This design comes from an exercise in tuning for small area, a short achievable clock period and few clock cycles per item on the open sky130 flow, not from production work. At most, simulation tests tie the RTL to the original design; equivalence was not proved. Only the layout flow was run in run 2; the RTL was not checked for function there.

==> flow/design.v, too long to show whole: its modules and the start of the top module <==
// module pla_ctrl: 83 lines
// module pla_dp: 1985 lines
// module polyline_length_accumulator_core: 43 lines
module polyline_length_accumulator_core (
    input  logic        i_clk,
    input  logic        i_rst_n,
    input  logic        i_in_valid,
    output logic        o_in_stall,
    input  logic [15:0] i_in_x,
    input  logic [15:0] i_in_y,
    input  logic        i_in_last,
    output logic        o_out_valid,
    input  logic        i_out_stall,
    output logic [31:0] o_out_length,
    output logic [15:0] o_out_count
);
  // ...
==> flow/flow/run.sh <==
#!/bin/bash
# the standard layout (the standard.sh: unchanged synthesis, floorplan,
# placement, clock tree, routing) with two changes to how it is made:
# - every input and output port still gets its buffer, but a plain buf_2
#   instead of the delay-cell buffer that buffer_ports picks by itself
# - timing repair aims at a shorter period than the clock's: setup repair
#   keeps going until each path has the margin below, instead of stopping
#   once the 10 ns clock is met
bash standard.sh SETUP_SLACK_MARGIN=6.7 TNS_END_PERCENT=100 \
    "BUFFER_PORTS_ARGS=-buffer_cell sky130_fd_sc_hd__buf_2" finish > standard.log 2>&1
==> flow/standard.sh <==
#!/bin/bash
# synth_recipe.tcl (not shown) runs the flow's synth.tcl, then flattens the netlist and writes it again
# the make line also repeats each setting of config.mk as NAME=value (left out here)
make -C /OpenROAD-flow-scripts/flow DESIGN_CONFIG=/design/flow/config.mk WORK_HOME=/design/flow/orfs CLKGATE_MAP_FILE= SYNTH_SCRIPT=/design/flow/synth_recipe.tcl "${@:-finish}"
==> flow/config.mk <==
export PLATFORM = sky130hd
export DESIGN_NAME = polyline_length_accumulator_core
export DESIGN_NICKNAME = polyline_length_accumulator_core
export VERILOG_FILES = /design/flow/design.v
export SDC_FILE = /design/flow/constraint.sdc
export NUM_CORES = 4
export LEC_CHECK = 0
export ABC_AREA = 1
export CAP_MARGIN = 20
export CORE_MARGIN = 2
export CORE_UTILIZATION = 40
export CTS_BUF_LIST = sky130_fd_sc_hd__clkbuf_16
export CTS_CLUSTER_DIAMETER = 80
export CTS_CLUSTER_SIZE = 30
export SLEW_MARGIN = 20
==> flow/constraint.sdc <==
create_clock -name core_clock -period 10.0 [get_ports {i_clk}]
set_input_delay 2.0000 -clock core_clock [delete_from_list [all_inputs] [get_ports {i_clk}]]
set_output_delay 2.0000 -clock core_clock [all_outputs]
set_load 0.01 [all_outputs]
==> summary.md, run 1 <==
| Metric | Value |
|---|---|
| Number of synthesized register bits | 688 |
| CP max-delay cell | fa_2 |
| Post-synthesis cell area | 38620 sq um |
| Mux cell area share after synthesis | 0 |
| Synthesized area per cell | 8.264 sq um |
| Most common cell after layout, fill and taps aside | nand2_1 |
| Final hold slack | 0.3132 ns |
| Fin nets | 5360 |
| Vias per cell | 4.714 |
| Fin util | 0.4684 |
| Area Overhead vs Synth | 15.57% |
| Cell total after placement | 5896 |
| Non-clock buffer area fraction after layout | 0.04771 |
| Top post-synthesis cells by area | dfxtp_1 32%, fa_1 12%, nand2_1 12% |
| Setup repair bufs after CTS | 98 |
| Core area | 95290 sq um |
| Initial core utilization | 0.4053 |
| DRC viols | 0 |
| Status | finished clean |
| Main combinational cell family by area after synthesis | adder cells |
| Worst Path Max Fanout | 2 |
| Initial drt markers | 1722 |
| Syn Nets | 5188 |
| Die H | 314.7 microns |
| Cell Count, Final, Fillers Out | 6136 |
| Max Root-Sink Buffers | 3 |
| Netlist cell types | 50 |
| Post-route met1 wirelength | 37.77 mm |
| CTS tree | done |
Testbench counts, summed over its fixed seeds: cycles 7,066, points 6,831.
==> inputs of run 2 (changes only) <==
--- a/flow/design.v
+++ b/flow/design.v
@@ -989,82 +989,77 @@
     logic s_seg;
     logic s_last;
     logic [2:0] r787;
     logic q788;
     logic [3:0] r789;
     logic [1:0] q790;
     logic [4:0] r791;
     logic [2:0] q792;
-    logic [2:0] q1_q;
-    logic [4:0] q1_r;
-    logic [27:0] q1_rad;
-    logic q1_seg;
-    logic q1_last;
     logic [5:0] r793;
     logic [3:0] q794;
+    logic [3:0] q1_q;
+    logic [5:0] q1_r;
+    logic [25:0] q1_rad;
+    logic q1_seg;
+    logic q1_last;
     logic [6:0] r795;
     logic [4:0] q796;
-    logic [4:0] q2_q;
-    logic [6:0] q2_r;
-    logic [23:0] q2_rad;
-    logic q2_seg;
-    logic q2_last;
     logic [7:0] r797;
     logic [5:0] q798;
     logic [8:0] r799;
     logic [6:0] q800;
-    logic [6:0] q3_q;
-    logic [8:0] q3_r;
-    logic [19:0] q3_rad;
-    logic q3_seg;
-    logic q3_last;
+    logic [6:0] q2_q;
+    logic [8:0] q2_r;
+    logic [19:0] q2_rad;
+    logic q2_seg;
+    logic q2_last;
     logic [9:0] r801;
     logic [7:0] q802;
     logic [10:0] r803;
     logic [8:0] q804;
-    logic [8:0] q4_q;
-    logic [10:0] q4_r;
-    logic [15:0] q4_rad;
-    logic q4_seg;
-    logic q4_last;
+    logic [8:0] q3_q;
+    logic [10:0] q3_r;
+    logic [15:0] q3_rad;
+    logic q3_seg;
+    logic q3_last;
     logic [11:0] r805;
     logic [9:0] q806;
     logic [12:0] r807;
     logic [10:0] q808;
-    logic [10:0] q5_q;
-    logic [12:0] q5_r;
-    logic [11:0] q5_rad;
-    logic q5_seg;
-    logic q5_last;
+    logic [10:0] q4_q;
+    logic [12:0] q4_r;
+    logic [11:0] q4_rad;
+    logic q4_seg;
+    logic q4_last;
     logic [13:0] r809;
     logic [11:0] q810;
     logic [14:0] r811;
     logic [12:0] q812;
-    logic [12:0] q6_q;
-    logic [14:0] q6_r;
-    logic [7:0] q6_rad;
-    logic q6_seg;
-    logic q6_last;
+    logic [12:0] q5_q;
+    logic [14:0] q5_r;
+    logic [7:0] q5_rad;
+    logic q5_seg;
+    logic q5_last;
     logic [15:0] r813;
     logic [13:0] q814;
     logic [16:0] r815;
     logic [14:0] q816;
-    logic [14:0] q7_q;
-    logic [16:0] q7_r;
-    logic [3:0] q7_rad;
-    logic q7_seg;
-    logic q7_last;
+    logic [14:0] q6_q;
+    logic [16:0] q6_r;
+    logic [3:0] q6_rad;
+    logic q6_seg;
+    logic q6_last;
     logic [17:0] r817;
     logic [15:0] q818;
     logic [18:0] r819;
     logic [16:0] q820;
-    logic [16:0] q8_q;
-    logic q8_seg;
-    logic q8_last;
+    logic [16:0] q7_q;
+    logic q7_seg;
+    logic q7_last;
     assign cx = i_in_x;
     assign cy = i_in_y;
     assign cv = i_xfer;
     assign pp1 = b_dx[0] & b_dx[1];
     assign pp2 = b_dx[0] & b_dx[2];
     assign pp3 = b_dx[0] & b_dx[3];
     assign pp4 = b_dx[0] & b_dx[4];
     assign pp5 = b_dx[0] & b_dx[5];
@@ -1853,43 +1848,43 @@
     assign row_b = {fc786, fc784, fc782, fc780, fc778, fc776, fc774, fc772, fc770, fc768, fc766, fc764, fc762, fc760, fc758, fc756, fc754, fc752, fc750, fc748, fc746, fc744, fc742, fc740, fc738, fc736, fc734, fc732, fc730, fc728, hc726, t_c2_2, 1'b0, t_c0_1};
     assign rad = row_a + row_b;
     assign r787 = {1'b0, 1'b0, s_rad[32]} + 3'b111;
     assign q788 = ~r787[2];
     assign r789 = {r787[1:0], s_rad[31], s_rad[30]} + {~r787[2], q788 ^ {1{~r787[2]}}, 2'b11};
     assign q790 = {q788, ~r789[3]};
     assign r791 = {r789[2:0], s_rad[29], s_rad[28]} + {~r789[3], q790 ^ {2{~r789[3]}}, 2'b11};
     assign q792 = {q790, ~r791[4]};
-    assign r793 = {q1_r[3:0], q1_rad[27], q1_rad[26]} + {~q1_r[4], q1_q ^ {3{~q1_r[4]}}, 2'b11};
-    assign q794 = {q1_q, ~r793[5]};
-    assign r795 = {r793[4:0], q1_rad[25], q1_rad[24]} + {~r793[5], q794 ^ {4{~r793[5]}}, 2'b11};
-    assign q796 = {q794, ~r795[6]};
-    assign r797 = {q2_r[5:0], q2_rad[23], q2_rad[22]} + {~q2_r[6], q2_q ^ {5{~q2_r[6]}}, 2'b11};
-    assign q798 = {q2_q, ~r797[7]};
-    assign r799 = {r797[6:0], q2_rad[21], q2_rad[20]} + {~r797[7], q798 ^ {6{~r797[7]}}, 2'b11};
+    assign r793 = {r791[3:0], s_rad[27], s_rad[26]} + {~r791[4], q792 ^ {3{~r791[4]}}, 2'b11};
+    assign q794 = {q792, ~r793[5]};
+    assign r795 = {q1_r[4:0], q1_rad[25], q1_rad[24]} + {~q1_r[5], q1_q ^ {4{~q1_r[5]}}, 2'b11};
+    assign q796 = {q1_q, ~r795[6]};
+    assign r797 = {r795[5:0], q1_rad[23], q1_rad[22]} + {~r795[6], q796 ^ {5{~r795[6]}}, 2'b11};
+    assign q798 = {q796, ~r797[7]};
+    assign r799 = {r797[6:0], q1_rad[21], q1_rad[20]} + {~r797[7], q798 ^ {6{~r797[7]}}, 2'b11};
     assign q800 = {q798, ~r799[8]};
-    assign r801 = {q3_r[7:0], q3_rad[19], q3_rad[18]} + {~q3_r[8], q3_q ^ {7{~q3_r[8]}}, 2'b11};
-    assign q802 = {q3_q, ~r801[9]};
-    assign r803 = {r801[8:0], q3_rad[17], q3_rad[16]} + {~r801[9], q802 ^ {8{~r801[9]}}, 2'b11};
+    assign r801 = {q2_r[7:0], q2_rad[19], q2_rad[18]} + {~q2_r[8], q2_q ^ {7{~q2_r[8]}}, 2'b11};
+    assign q802 = {q2_q, ~r801[9]};
+    assign r803 = {r801[8:0], q2_rad[17], q2_rad[16]} + {~r801[9], q802 ^ {8{~r801[9]}}, 2'b11};
     assign q804 = {q802, ~r803[10]};
-    assign r805 = {q4_r[9:0], q4_rad[15], q4_rad[14]} + {~q4_r[10], q4_q ^ {9{~q4_r[10]}}, 2'b11};
-    assign q806 = {q4_q, ~r805[11]};
-    assign r807 = {r805[10:0], q4_rad[13], q4_rad[12]} + {~r805[11], q806 ^ {10{~r805[11]}}, 2'b11};
+    assign r805 = {q3_r[9:0], q3_rad[15], q3_rad[14]} + {~q3_r[10], q3_q ^ {9{~q3_r[10]}}, 2'b11};
+    assign q806 = {q3_q, ~r805[11]};
+    assign r807 = {r805[10:0], q3_rad[13], q3_rad[12]} + {~r805[11], q806 ^ {10{~r805[11]}}, 2'b11};
     assign q808 = {q806, ~r807[12]};
-    assign r809 = {q5_r[11:0], q5_rad[11], q5_rad[10]} + {~q5_r[12], q5_q ^ {11{~q5_r[12]}}, 2'b11};
-    assign q810 = {q5_q, ~r809[13]};
-    assign r811 = {r809[12:0], q5_rad[9], q5_rad[8]} + {~r809[13], q810 ^ {12{~r809[13]}}, 2'b11};
+    assign r809 = {q4_r[11:0], q4_rad[11], q4_rad[10]} + {~q4_r[12], q4_q ^ {11{~q4_r[12]}}, 2'b11};
+    assign q810 = {q4_q, ~r809[13]};
+    assign r811 = {r809[12:0], q4_rad[9], q4_rad[8]} + {~r809[13], q810 ^ {12{~r809[13]}}, 2'b11};
     assign q812 = {q810, ~r811[14]};
-    assign r813 = {q6_r[13:0], q6_rad[7], q6_rad[6]} + {~q6_r[14], q6_q ^ {13{~q6_r[14]}}, 2'b11};
-    assign q814 = {q6_q, ~r813[15]};
-    assign r815 = {r813[14:0], q6_rad[5], q6_rad[4]} + {~r813[15], q814 ^ {14{~r813[15]}}, 2'b11};
+    assign r813 = {q5_r[13:0], q5_rad[7], q5_rad[6]} + {~q5_r[14], q5_q ^ {13{~q5_r[14]}}, 2'b11};
+    assign q814 = {q5_q, ~r813[15]};
+    assign r815 = {r813[14:0], q5_rad[5], q5_rad[4]} + {~r813[15], q814 ^ {14{~r813[15]}}, 2'b11};
     assign q816 = {q814, ~r815[16]};
-    assign r817 = {q7_r[15:0], q7_rad[3], q7_rad[2]} + {~q7_r[16], q7_q ^ {15{~q7_r[16]}}, 2'b11};
-    assign q818 = {q7_q, ~r817[17]};
-    assign r819 = {r817[16:0], q7_rad[1], q7_rad[0]} + {~r817[17], q818 ^ {16{~r817[17]}}, 2'b11};
+    assign r817 = {q6_r[15:0], q6_rad[3], q6_rad[2]} + {~q6_r[16], q6_q ^ {15{~q6_r[16]}}, 2'b11};
+    assign q818 = {q6_q, ~r817[17]};
+    assign r819 = {r817[16:0], q6_rad[1], q6_rad[0]} + {~r817[17], q818 ^ {16{~r817[17]}}, 2'b11};
     assign q820 = {q818, ~r819[18]};
     always_ff @(posedge i_clk) begin
         if (cv) begin
             r_lp_x <= cx;
             r_lp_y <= cy;
         end
         b_dx <= {cx[15], cx} - {r_lp_x[15], r_lp_x};
         b_dy <= {cy[15], cy} - {r_lp_y[15], r_lp_y};
@@ -1985,38 +1980,35 @@
         t_c31_0 <= fs721;
         t_c31_1 <= fc664;
         t_c31_2 <= fc720;
         t_c32_0 <= fs723;
         t_c32_1 <= b_dy[16];
         t_c32_2 <= fc722;
         t_c33_0 <= fc724;
         s_rad <= rad[32:0];
-        q1_q <= q792;
-        q1_r <= r791;
-        q1_rad <= s_rad[27:0];
-        q2_q <= q796;
-        q2_r <= r795;
-        q2_rad <= q1_rad[23:0];
-        q3_q <= q800;
-        q3_r <= r799;
-        q3_rad <= q2_rad[19:0];
-        q4_q <= q804;
-        q4_r <= r803;
-        q4_rad <= q3_rad[15:0];
-        q5_q <= q808;
-        q5_r <= r807;
-        q5_rad <= q4_rad[11:0];
-        q6_q <= q812;
-        q6_r <= r811;
-        q6_rad <= q5_rad[7:0];
-        q7_q <= q816;
-        q7_r <= r815;
-        q7_rad <= q6_rad[3:0];
-        q8_q <= q820;
+        q1_q <= q794;
+        q1_r <= r793;
+        q1_rad <= s_rad[25:0];
+        q2_q <= q800;
+        q2_r <= r799;
+        q2_rad <= q1_rad[19:0];
+        q3_q <= q804;
+        q3_r <= r803;
+        q3_rad <= q2_rad[15:0];
+        q4_q <= q808;
+        q4_r <= r807;
+        q4_rad <= q3_rad[11:0];
+        q5_q <= q812;
+        q5_r <= r811;
+        q5_rad <= q4_rad[7:0];
+        q6_q <= q816;
+        q6_r <= r815;
+        q6_rad <= q5_rad[3:0];
+        q7_q <= q820;
         if (!i_rst_n) begin
             r_have_prev <= 1'b0;
             b_seg       <= 1'b0;
             b_last      <= 1'b0;
             t_seg <= 1'b0;
             t_last <= 1'b0;
             s_seg <= 1'b0;
             s_last <= 1'b0;
@@ -2029,18 +2021,16 @@
             q4_seg <= 1'b0;
             q4_last <= 1'b0;
             q5_seg <= 1'b0;
             q5_last <= 1'b0;
             q6_seg <= 1'b0;
             q6_last <= 1'b0;
             q7_seg <= 1'b0;
             q7_last <= 1'b0;
-            q8_seg <= 1'b0;
-            q8_last <= 1'b0;
         end else begin
             if (i_xfer) r_have_prev <= !i_in_last;
             b_seg  <= i_xfer & r_have_prev;
             b_last <= i_xfer & i_in_last;
             t_seg <= b_seg;
             t_last <= b_last;
             s_seg <= t_seg;
             s_last <= t_last;
@@ -2053,23 +2043,21 @@
             q4_seg <= q3_seg;
             q4_last <= q3_last;
             q5_seg <= q4_seg;
             q5_last <= q4_last;
             q6_seg <= q5_seg;
             q6_last <= q5_last;
             q7_seg <= q6_seg;
             q7_last <= q6_last;
-            q8_seg <= q7_seg;
-            q8_last <= q7_last;
         end
     end
-    assign o_root = q8_q;
-    assign o_seg  = q8_seg;
-    assign o_last = q8_last;
+    assign o_root = q7_q;
+    assign o_seg  = q7_seg;
+    assign o_last = q7_last;
 endmodule
 module polyline_length_accumulator_core (
     input  logic        i_clk,
     input  logic        i_rst_n,
     input  logic        i_in_valid,
     output logic        o_in_stall,
     input  logic [15:0] i_in_x,
     input  logic [15:0] i_in_y,
==> flow/flow/run.sh (replaced) <==
#!/bin/bash
# the standard layout (the standard.sh: unchanged synthesis, floorplan,
# placement, clock tree, routing) with two changes to how it is made:
# - every input and output port still gets its buffer, but a plain buf_2
#   instead of the delay-cell buffer that buffer_ports picks by itself
# - timing repair aims at a shorter period than the clock's: setup repair
#   keeps going until each path has the margin below, instead of stopping
#   once the 10 ns clock is met
bash standard.sh SETUP_SLACK_MARGIN=6.5 TNS_END_PERCENT=100 \
    "BUFFER_PORTS_ARGS=-buffer_cell sky130_fd_sc_hd__buf_2" finish > standard.log 2>&1
--- a/flow/config.mk
+++ b/flow/config.mk
@@ -5,11 +5,11 @@
 export SDC_FILE = /design/flow/constraint.sdc
 export NUM_CORES = 4
 export LEC_CHECK = 0
 export ABC_AREA = 1
 export CAP_MARGIN = 20
 export CORE_MARGIN = 2
 export CORE_UTILIZATION = 40
 export CTS_BUF_LIST = sky130_fd_sc_hd__clkbuf_16
-export CTS_CLUSTER_DIAMETER = 80
-export CTS_CLUSTER_SIZE = 30
+export CTS_CLUSTER_DIAMETER = 60
+export CTS_CLUSTER_SIZE = 25
 export SLEW_MARGIN = 20
==> run 2 against run 1 <==
Sequential cell count down 38. Die area down 3.3%. Non-clock buffer count rose by 1. Still clean on timing, DRC and antenna. Largest cell class unchanged. Highest routed layer unchanged.
==> summary.md, run 2 <==
| Metric | Value |
|---|---|
| Clock root cell | clkbuf_16 |
| CTS tree | done |
| Fin nets | 5150 (-3.9%) |
| Largest regs | u_ctrl.r_e: 144 flops, u_dp.s_rad: 33 flops, u_dp.q1_rad: 26 flops |
| Pre-CTS setup slack | 5.604 ns |
| Slew @ Worst Pin | 1.043 ns |
| Max Root-Sink Buffers | 3 (unchanged) |
| Dominant cell type by area after synthesis | dfxtp_1 |
| TritonCTS Buffers | 57 |
| Largest register FFs | 144 |
| Depth of the worst hold-timing path | 0 |
| Crit path launch type | flop |
| Initial core utilization | 0.4019 (-0.003401) |
| Ant diodes | 0 |
| Post-synthesis cell area | 37340 sq um (-3.3%) |
| H-Tree Depth | 2 |
| Crit path from | u_dp.q1_r[5] |
| Mapped Cells | 4442 |
| Top cells by count, synth | 932 x nand2_1, 752 x inv_1, 570 x dfxtp_1 |
| Via count | 28190 |
| Final Hold Fails | 0 |
| Final hold slack | 0.2912 ns (-0.02199 ns) |
| Synth top area share | 0.3056 |
| Initial drt markers | 1530 (-11%) |
| Max Fclk | 263.9 MHz |
| Ports | 87 |
| Vias per cell | 4.745 (+0.65%) |
| CP Capture Type | flop |
| Final ANT Viol Nets | 0 |
| Gr busiest metal | met2 |
| Hold Path End | u_dp.q1_rad[16] |
| Std-Cell Rows | 112 |
| Ratio of cells with drive above 1 in the final layout | 0.1443 |
| Met2 Use GR | 0.3079 |
| Global route overflow | 0 |
| Netlist cell types | 54 (+8.0%) |
| Synthesized area per cell | 8.405 sq um (+1.7%) |
| Number of iterations in the first detailed-routing pass | 5 |
| Path type of the worst setup path | reg -> reg |
| Worst Path Max Fanout | 6 (+4) |
| Clk sink count | 650 |
| DRC viols | 0 (unchanged) |
| Register area share after synthesis | 0.3700 |
| Unrepaired setup endpoints after global routing | true |
| Number of synthesized register bits | 650 (-5.5%) |
| M3 GR Usage | 0.02336 |
| WL final | 82.97 mm |
| Most common cell in the netlist | nand2_1 |
| Async S/R FF share, synth | 0 |
| Grt met1 use | 0.2077 |
| Post-CTS Hold Buffers | 0 |
| Final Skew | 0.04344 ns |
| Area Overhead vs Synth | 16.65% |
| Max Cap Viol | 0 |
| YS warnings | 3 |
| Die H | 309.5 microns (-1.7%) |
| GRT Overall Usage | 0.1704 |
| Slowest stage delay, CP | 0.39 ns |
| Final slew viol count | 0 |
| Largest net degree at the start of global routing | 93 |
| WP data arrival | 4.34 ns |
| Top post-synthesis cells by area | dfxtp_1 31%, fa_1 12%, nand2_1 9.4% |
| CP max-delay cell | dfxtp_4 |
| Die footprint | 95800 sq um |
| Syn Nets | 4955 (-4.5%) |
| Initial antenna violation count | 0 |
| Die Wd | 309.5 microns |
| Fillcell total | 8824 |
| Post-synth top flop | dfxtp_1 |
| Vias in the first global route | 27360 |
| Worst-path clk slew | 0.08 ns |
| Tightest Hold Check Type | reg -> reg |
| # port buffers | 86 |
| Core area | 92910 sq um (-2.5%) |
| R2r startpoint | u_dp.q1_r[5] |
| First-pass GRT wire length | 134.1 mm |
| Most common cell after layout, fill and taps aside | nand2_1 |
| Setup TNS | 0 ns |
| GPL Wtd Cong | 0.8473 |
| Clock latency on the worst-skew pair | 0.69 ns |
| Number of flops mapped to enable cells by yosys | 80 |
| Clock period minus worst slack | 3.789 ns |
| Worst R2R End | u_dp.q2_q[0] |
| FF-to-FF setup slack | 6.21 ns |
| Wire length per cell | 13.97 microns |
| Status | finished clean |
| Most Frequent Cell on Critical Path | nand2_1 |
| Period utilization | 0.3789 |
| Setup Viol. Count Final | 0 |
| Post-DP HPWL | 58.10 mm |
| Max_slew headroom | 0.3038 |
| Largest Register | u_ctrl.r_e |
| Final WS setup | 6.211 ns |
| WP data required | 10.55 ns |
| Most frequent cells in the layout | 898 x nand2_1, 740 x inv_1, 537 x dfxtp_1 |
| R2R cell count | 26 |
| Worst hold start | u_dp.s_rad[16] |
-- run 2: how the worst max path moves through the flow --
stage	slack, ns	to
after floorplan	6.36	u_dp.q2_q[0]
after global placement	5.65	u_ctrl.r_e[0][1]
after detailed placement	5.60	u_ctrl.r_e[0][1]
after CTS	6.21	u_dp.q2_q[0]
after global routing	5.94	u_dp.q2_q[0]
final	6.21	u_dp.q2_q[0]
-- run 2: timing repair --
action                     4_1_cts  5_1_grt
buffers inserted                58      108
gates cloned                     0        2
setup endpoints to repair       81       75
hold endpoints to repair         0        0
gates resized for setup         93      201
pin swaps                       32      124
-- run 2: layout make-up --
class                      instances  area, sq um  area share
inverter                         758         2854     0.06553
clock inverter                    48        698.2     0.01603
sequential                       650        13910      0.3195
timing repair buffer             277         2019     0.04636
multi-input combinational       2893        21000      0.4821
clock buffer                      60         1501     0.03447
tap                             1254         1569     0.03602
-- run 2: worst max-delay path, delay by kind of cell (launching register included) --
kind	cells	cell delay, ns
xor gates and xnor gates	3	0.46
buffers and inverters	4	0.33
and+or+nand+nor	14	1.17
AOI/OAI and AO/OA	2	0.40
DFF	1	0.39
adders and majority gates	3	0.94
-- run 2: per-stage QoR --
stage	std cells	area (sq um)	util
6_report	5940	43560	0.4688
5_1_grt	5940	43560	0.4688
4_1_cts	5830	41880	0.4508
3_5_place_dp	5664	39020	0.4199
3_3_place_gp	5664	39020	0.4199
2_1_floorplan	4442	37490	-
-- run 2: kinds of logic after synthesis --
group                      synth area share
buffers and inverters               0.09162
DFF                                  0.3700
AOI/OAI and AO/OA                   0.07989
and+or+nand+nor                      0.1722
xor gates and xnor gates            0.08113
adders and majority gates            0.2052
-- run 2: per-layer routing --
layer / up-vias / wire [microns]
li1: 14290 / -
met1: 13270 / 35640
met2: 480 / 41800
met3: 146 / 3198
met4: 0 / 2331
met5: - / 0

==> separate check: timing with driven ports <==
In the flow no input, the clock included, has a driving cell. The finished layouts below were timed again as built, in two steps. Step 1 sets driving cells, clkbuf_16 on the clock port and buf_2 on the other inputs (assumed; they add their load-dependent delay and slew). Step 2 adds t to the input delays and takes it off the output delays; t is the mean of the earliest and latest rising clock arrival at the registers after step 1. Input paths then give back, and output paths get back, about the clock's delay inside the block. a / b / c = ideal ports / drivers / drivers and shift; a / b = the first two.
run | t (ns) | slack for setup (ns) | worst setup path at the end | clock arrival spread, ns
run 1 | 0.657 | 6.689 / 6.689 / 6.213 | input to register | 0.032 / 0.033
run 2 | 0.735 | 6.211 / 6.211 / 6.002 | input to register | 0.049 / 0.050
After both steps every run listed still meets setup and hold. The setup slack of run 1, which loses most, moves by 0.000 ns with the drivers and by -0.476 ns with both steps.
